Context: an optimization exercise on an open-source flow, tuned for small area, a short achievable clock period and few clock cycles per item. The choices shown serve that exercise and are no tape-out recipe.
In this exercise RTL edits were held to simulation tests only and were not proved equivalent to the original.
Power is estimated from default activity; no workload was simulated.

Setup of job 3795:
==> module sfu_stream, before the edit <==
module sfu_stream #(
  parameter int LANES      = 16,
  parameter int IN_W       = 8,
  parameter int DATA_W     = 16,
  parameter int FRAC_SHIFT = 4,
  parameter int CNT_W      = 16
) (
  input  logic                    clk,
  input  logic                    rst_n,
  input  logic                    in_valid,
  output logic                    in_ready,
  input  logic [LANES*IN_W-1:0]   in_q,
  input  logic [LANES-1:0]        in_obm,
  input  logic [LANES*DATA_W-1:0] in_odelta,
  input  logic [LANES-1:0]        in_sign,
  input  logic [LANES*DATA_W-1:0] in_xprev,
  input  logic                    in_last,
  input  logic                    cfg_relu_en,
  output logic                    out_valid,
  input  logic                    out_ready,
  output logic [LANES*DATA_W-1:0] out_x,
  output logic [LANES*DATA_W-1:0] out_relu,
  output logic [LANES-1:0]        out_ovf,
  output logic [LANES-1:0]        out_sat,
  output logic                    out_last,
  output logic                    tile_done,
  input  logic                    stat_clr,
  output logic [CNT_W-1:0]        stat_outliers,
  output logic [CNT_W-1:0]        stat_err,
  output logic [CNT_W-1:0]        stat_sat
);
  localparam int XW = LANES * DATA_W;
  localparam int HW = LANES / 2;                  
  localparam int HC = $clog2(HW + 1);             
  localparam logic [IN_W-1:0] SENTINEL = {1'b1, {(IN_W-1){1'b0}}};
  logic             inFire, outFire;
  logic             valid_q, seen_q, fresh_q, counted_q, last_q, tileDone_q;
  logic [XW-1:0]    sum_q, relu_q;
  logic [LANES-1:0] ovf_q, sat_q, obm_q, errBits;
  logic [HC-1:0]    outlLo_q, outlHi_q, errLo_q, errHi_q, satLo_q, satHi_q;
  logic [CNT_W-1:0] statOutliers_q, statErr_q, statSat_q;
  logic [XW-1:0]    sum_d, relu_d, x_o;
  logic [LANES-1:0] ovf_d, sat_d;
  function automatic logic [3:0] popcount8(input logic [7:0] v);
    logic [1:0] a0, a1, a2, a3;
    logic [2:0] b0, b1;
    a0 = 2'(v[0]) + 2'(v[1]);
    a1 = 2'(v[2]) + 2'(v[3]);
    a2 = 2'(v[4]) + 2'(v[5]);
    a3 = 2'(v[6]) + 2'(v[7]);
    b0 = 3'(a0) + 3'(a1);
    b1 = 3'(a2) + 3'(a3);
    popcount8 = 4'(b0) + 4'(b1);
  endfunction
  function automatic logic [CNT_W-1:0] satAdd(input logic [CNT_W-1:0] a, input logic [HC-1:0] b,
                                              input logic [HC-1:0] c);
    logic [CNT_W:0] s;
    s = {1'b0, a} + (CNT_W+1)'(b) + (CNT_W+1)'(c);
    satAdd = s[CNT_W] ? '1 : s[CNT_W-1:0];
  endfunction
  function automatic logic [DATA_W:0] addPrefix(input logic [DATA_W-1:0] a, input logic [DATA_W-1:0] b);
    logic [DATA_W-1:0] g, p, t, ng, np;
    logic [DATA_W:0]   s;
    int j;
    g = a & b;
    p = a ^ b;
    t = p;
    for (int l = 0; l < $clog2(DATA_W); l++) begin
      ng = g;
      np = p;
      for (int i = 0; i < DATA_W; i++)
        if ((i >> l) & 1) begin
          j = ((i >> l) << l) - 1;
          ng[i] = g[i] | (p[i] & g[j]);
          np[i] = p[i] & p[j];
        end
      g = ng;
      p = np;
    end
    s[0] = t[0];
    for (int i = 1; i < DATA_W; i++) s[i] = t[i] ^ g[i-1];
    s[DATA_W] = a[DATA_W-1] ^ b[DATA_W-1] ^ g[DATA_W-1];
    addPrefix = s;
  endfunction
  assign outFire  = valid_q & out_ready & (seen_q | in_valid);
  assign in_ready = ~valid_q | out_ready;
  assign inFire   = in_valid & in_ready;
  always_comb begin
    logic [IN_W-1:0]   q;
    logic [DATA_W-1:0] xp, d, r;
    logic [DATA_W:0]   wide;
    logic              pass, qs;
    sum_d  = '0;
    relu_d = '0;
    ovf_d  = '0;
    sat_d  = '0;
    for (int i = 0; i < LANES; i++) begin
      q    = in_q[i*IN_W +: IN_W];
      xp   = in_xprev[i*DATA_W +: DATA_W];
      ovf_d[i] = (q == SENTINEL);
      qs   = q[IN_W-1] & (|q[IN_W-2:0]);
      d    = in_obm[i] ? in_odelta[i*DATA_W +: DATA_W]
                       : {{(DATA_W-IN_W-FRAC_SHIFT+1){qs}}, q[IN_W-2:0], {FRAC_SHIFT{1'b0}}};
      pass = ~cfg_relu_en | in_sign[i];
      r    = pass ? d : '0;
      wide = addPrefix(xp, r);
      sat_d[i] = wide[DATA_W] ^ wide[DATA_W-1];
      relu_d[i*DATA_W +: DATA_W] = r;
      sum_d[i*DATA_W +: DATA_W]  = wide[DATA_W-1:0];
    end
  end
  always_comb begin
    logic [DATA_W-1:0] s;
    for (int i = 0; i < LANES; i++) begin
      s = sum_q[i*DATA_W +: DATA_W];
      x_o[i*DATA_W +: DATA_W] = sat_q[i] ? {~s[DATA_W-1], {(DATA_W-1){s[DATA_W-1]}}} : s;
    end
  end
  always_ff @(posedge clk) begin
    if (inFire) begin
      sum_q     <= sum_d;
      relu_q    <= relu_d;
      ovf_q     <= ovf_d;
      sat_q     <= sat_d;
      last_q    <= in_last;
      obm_q     <= in_obm;
    end
  end
  assign errBits = ovf_q & ~obm_q;
  always_ff @(posedge clk) begin
    outlLo_q <= popcount8(obm_q[HW-1:0]);
    outlHi_q <= popcount8(obm_q[LANES-1:HW]);
    errLo_q  <= popcount8(errBits[HW-1:0]);
    errHi_q  <= popcount8(errBits[LANES-1:HW]);
    satLo_q  <= popcount8(sat_q[HW-1:0]);
    satHi_q  <= popcount8(sat_q[LANES-1:HW]);
  end
  always_ff @(posedge clk or negedge rst_n) begin
    if (!rst_n) begin
      valid_q    <= 1'b0;
      seen_q     <= 1'b0;
      fresh_q    <= 1'b0;
      counted_q  <= 1'b0;
      tileDone_q <= 1'b0;
    end else begin
      valid_q    <= inFire | (valid_q & ~outFire);
      seen_q     <= valid_q & ~outFire;
      fresh_q    <= inFire;
      counted_q  <= fresh_q;
      tileDone_q <= outFire & last_q;
    end
  end
  always_ff @(posedge clk or negedge rst_n) begin
    if (!rst_n) begin
      statOutliers_q <= '0;
      statErr_q      <= '0;
      statSat_q      <= '0;
    end else if (stat_clr) begin
      statOutliers_q <= '0;
      statErr_q      <= '0;
      statSat_q      <= '0;
    end else if (counted_q) begin
      statOutliers_q <= satAdd(statOutliers_q, outlLo_q, outlHi_q);
      statErr_q      <= satAdd(statErr_q, errLo_q, errHi_q);
      statSat_q      <= satAdd(statSat_q, satLo_q, satHi_q);
    end
  end
  assign out_valid     = valid_q & (seen_q | in_valid);
  assign out_x         = x_o;
  assign out_relu      = relu_q;
  assign out_ovf       = ovf_q;
  assign out_sat       = sat_q;
  assign out_last      = last_q;
  assign tile_done     = tileDone_q;
  assign stat_outliers = statOutliers_q;
  assign stat_err      = statErr_q;
  assign stat_sat      = statSat_q;
endmodule
==> flow/config.mk <==
export PLATFORM = sky130hd
export DESIGN_NAME = sfu_stream
export DESIGN_NICKNAME = sfu_stream
export VERILOG_FILES = /design/flow/design.v
export SDC_FILE = /design/flow/constraint.sdc
export NUM_CORES = 4
export LEC_CHECK = 0
export CAP_MARGIN = 20
export CORE_AREA = 5 5 365 365
export CTS_BUF_LIST = sky130_fd_sc_hd__clkbuf_4 sky130_fd_sc_hd__clkbuf_8
export DIE_AREA = 0 0 370 370
export GPL_ROUTABILITY_DRIVEN = 0
export SETUP_SLACK_MARGIN = 4.3
export SLEW_MARGIN = 20
==> flow/constraint.sdc <==
create_clock -name core_clock -period 8.0 [get_ports {clk}]
set_input_delay 1.6000 -clock core_clock [delete_from_list [all_inputs] [get_ports {clk}]]
set_output_delay 1.6000 -clock core_clock [all_outputs]
set_load 0.01 [all_outputs]
standard.sh (not shown) runs the stock make flow with config.mk's settings and CLKGATE_MAP_FILE= SYNTH_SCRIPT=/design/flow/synth_recipe.tcl, a recipe that flattens the netlist after the stock synthesis.
==> flow/flow/run.sh <==
#!/bin/bash
# The standard layout, with each port buffered by a minimum-size buffer (buf_1) instead of the
# delay buffer buffer_ports picks by default; timing repair still resizes any that need it.
set -euo pipefail
export BUFFER_PORTS_ARGS="-buffer_cell sky130_fd_sc_hd__buf_1"
bash standard.sh > standard.log 2>&1
Testbench counts of job 3795, summed over its fixed seeds: cycles 9,632, items 9,600.
Input changes introduced in job 7117 (baseline for comparison: job 3795):
--- a/flow/design.v
+++ b/flow/design.v
@@ -85,30 +85,29 @@
   assign outFire  = valid_q & out_ready & (seen_q | in_valid);
   assign in_ready = ~valid_q | out_ready;
   assign inFire   = in_valid & in_ready;
   always_comb begin
     logic [IN_W-1:0]   q;
-    logic [DATA_W-1:0] xp, d, r;
+    logic [DATA_W-1:0] xp, d;
     logic [DATA_W:0]   wide;
-    logic              pass, qs;
+    logic              pass;
     sum_d  = '0;
     relu_d = '0;
     ovf_d  = '0;
     sat_d  = '0;
     for (int i = 0; i < LANES; i++) begin
       q    = in_q[i*IN_W +: IN_W];
       xp   = in_xprev[i*DATA_W +: DATA_W];
       ovf_d[i] = (q == SENTINEL);
-      qs   = q[IN_W-1] & (|q[IN_W-2:0]);
-      d    = in_obm[i] ? in_odelta[i*DATA_W +: DATA_W]
-                       : {{(DATA_W-IN_W-FRAC_SHIFT+1){qs}}, q[IN_W-2:0], {FRAC_SHIFT{1'b0}}};
+      if (in_obm[i])     d = in_odelta[i*DATA_W +: DATA_W];
+      else if (ovf_d[i]) d = '0;
+      else               d = DATA_W'($signed(q)) << FRAC_SHIFT;
       pass = ~cfg_relu_en | in_sign[i];
-      r    = pass ? d : '0;
-      wide = addPrefix(xp, r);
-      sat_d[i] = wide[DATA_W] ^ wide[DATA_W-1];
-      relu_d[i*DATA_W +: DATA_W] = r;
-      sum_d[i*DATA_W +: DATA_W]  = wide[DATA_W-1:0];
+      wide = addPrefix(xp, d);
+      sat_d[i] = pass & (wide[DATA_W] ^ wide[DATA_W-1]);
+      relu_d[i*DATA_W +: DATA_W] = pass ? d : '0;
+      sum_d[i*DATA_W +: DATA_W]  = pass ? wide[DATA_W-1:0] : xp;
     end
   end
   always_comb begin
     logic [DATA_W-1:0] s;
     for (int i = 0; i < LANES; i++) begin
- For job 3795, the classification of the worst setup path was input port to flip-flop, unlike job 7117, where it was flip-flop to output port.
- In job 7117, the synthesized area came out 9.3% above the value in job 3795.
- Looking at largest fanout of any net on the critical path, job 7117 sits below job 3795.
- Per the comparison of job 7117 with job 3795, clock-buffer cell count shows a reduction of 12, final cell count climbed 624, static power due to leakage increased by 3.6% relative to the old numbers.
- Compared with job 3795, in job 7117 multi-input combinational area share +3.9 points; via count +9.3%; logic depth of the worst setup path including buffers -8; synthesized instance count +about 20%; adder-cell share of the synthesized area -1.2 points.
Testbench counts of job 7117, summed over its fixed seeds: cycles 9,632, items 9,600.

-- what the ideal ports hide --
In the flow no input, the clock included, has a driving cell. The finished layouts below were timed again as built, in two steps.
Step 1 assumes that a clkbuf_16 drives the clock port and a buf_2 every other input.
Step 2, shift: input delay + t, output delay - t, t = (earliest + latest rising clock arrival at the registers) / 2. This alone moves slack from input paths to output paths.
Slacks: ideal ports / drivers / drivers and shift; pairs: ideal ports / drivers.
run	t, ns	setup WS [ns]	worst slew at a driven data input, ns
job 3795	0.861	4.285 / 4.106 / 3.245	0.27
job 7117	0.863	4.282 / 4.212 / 3.475	0.22
After both steps setup and hold are still met in every run listed. For job 3795, which loses most, drivers alone change the setup slack by -0.179 ns; drivers and shift together by -1.040 ns.
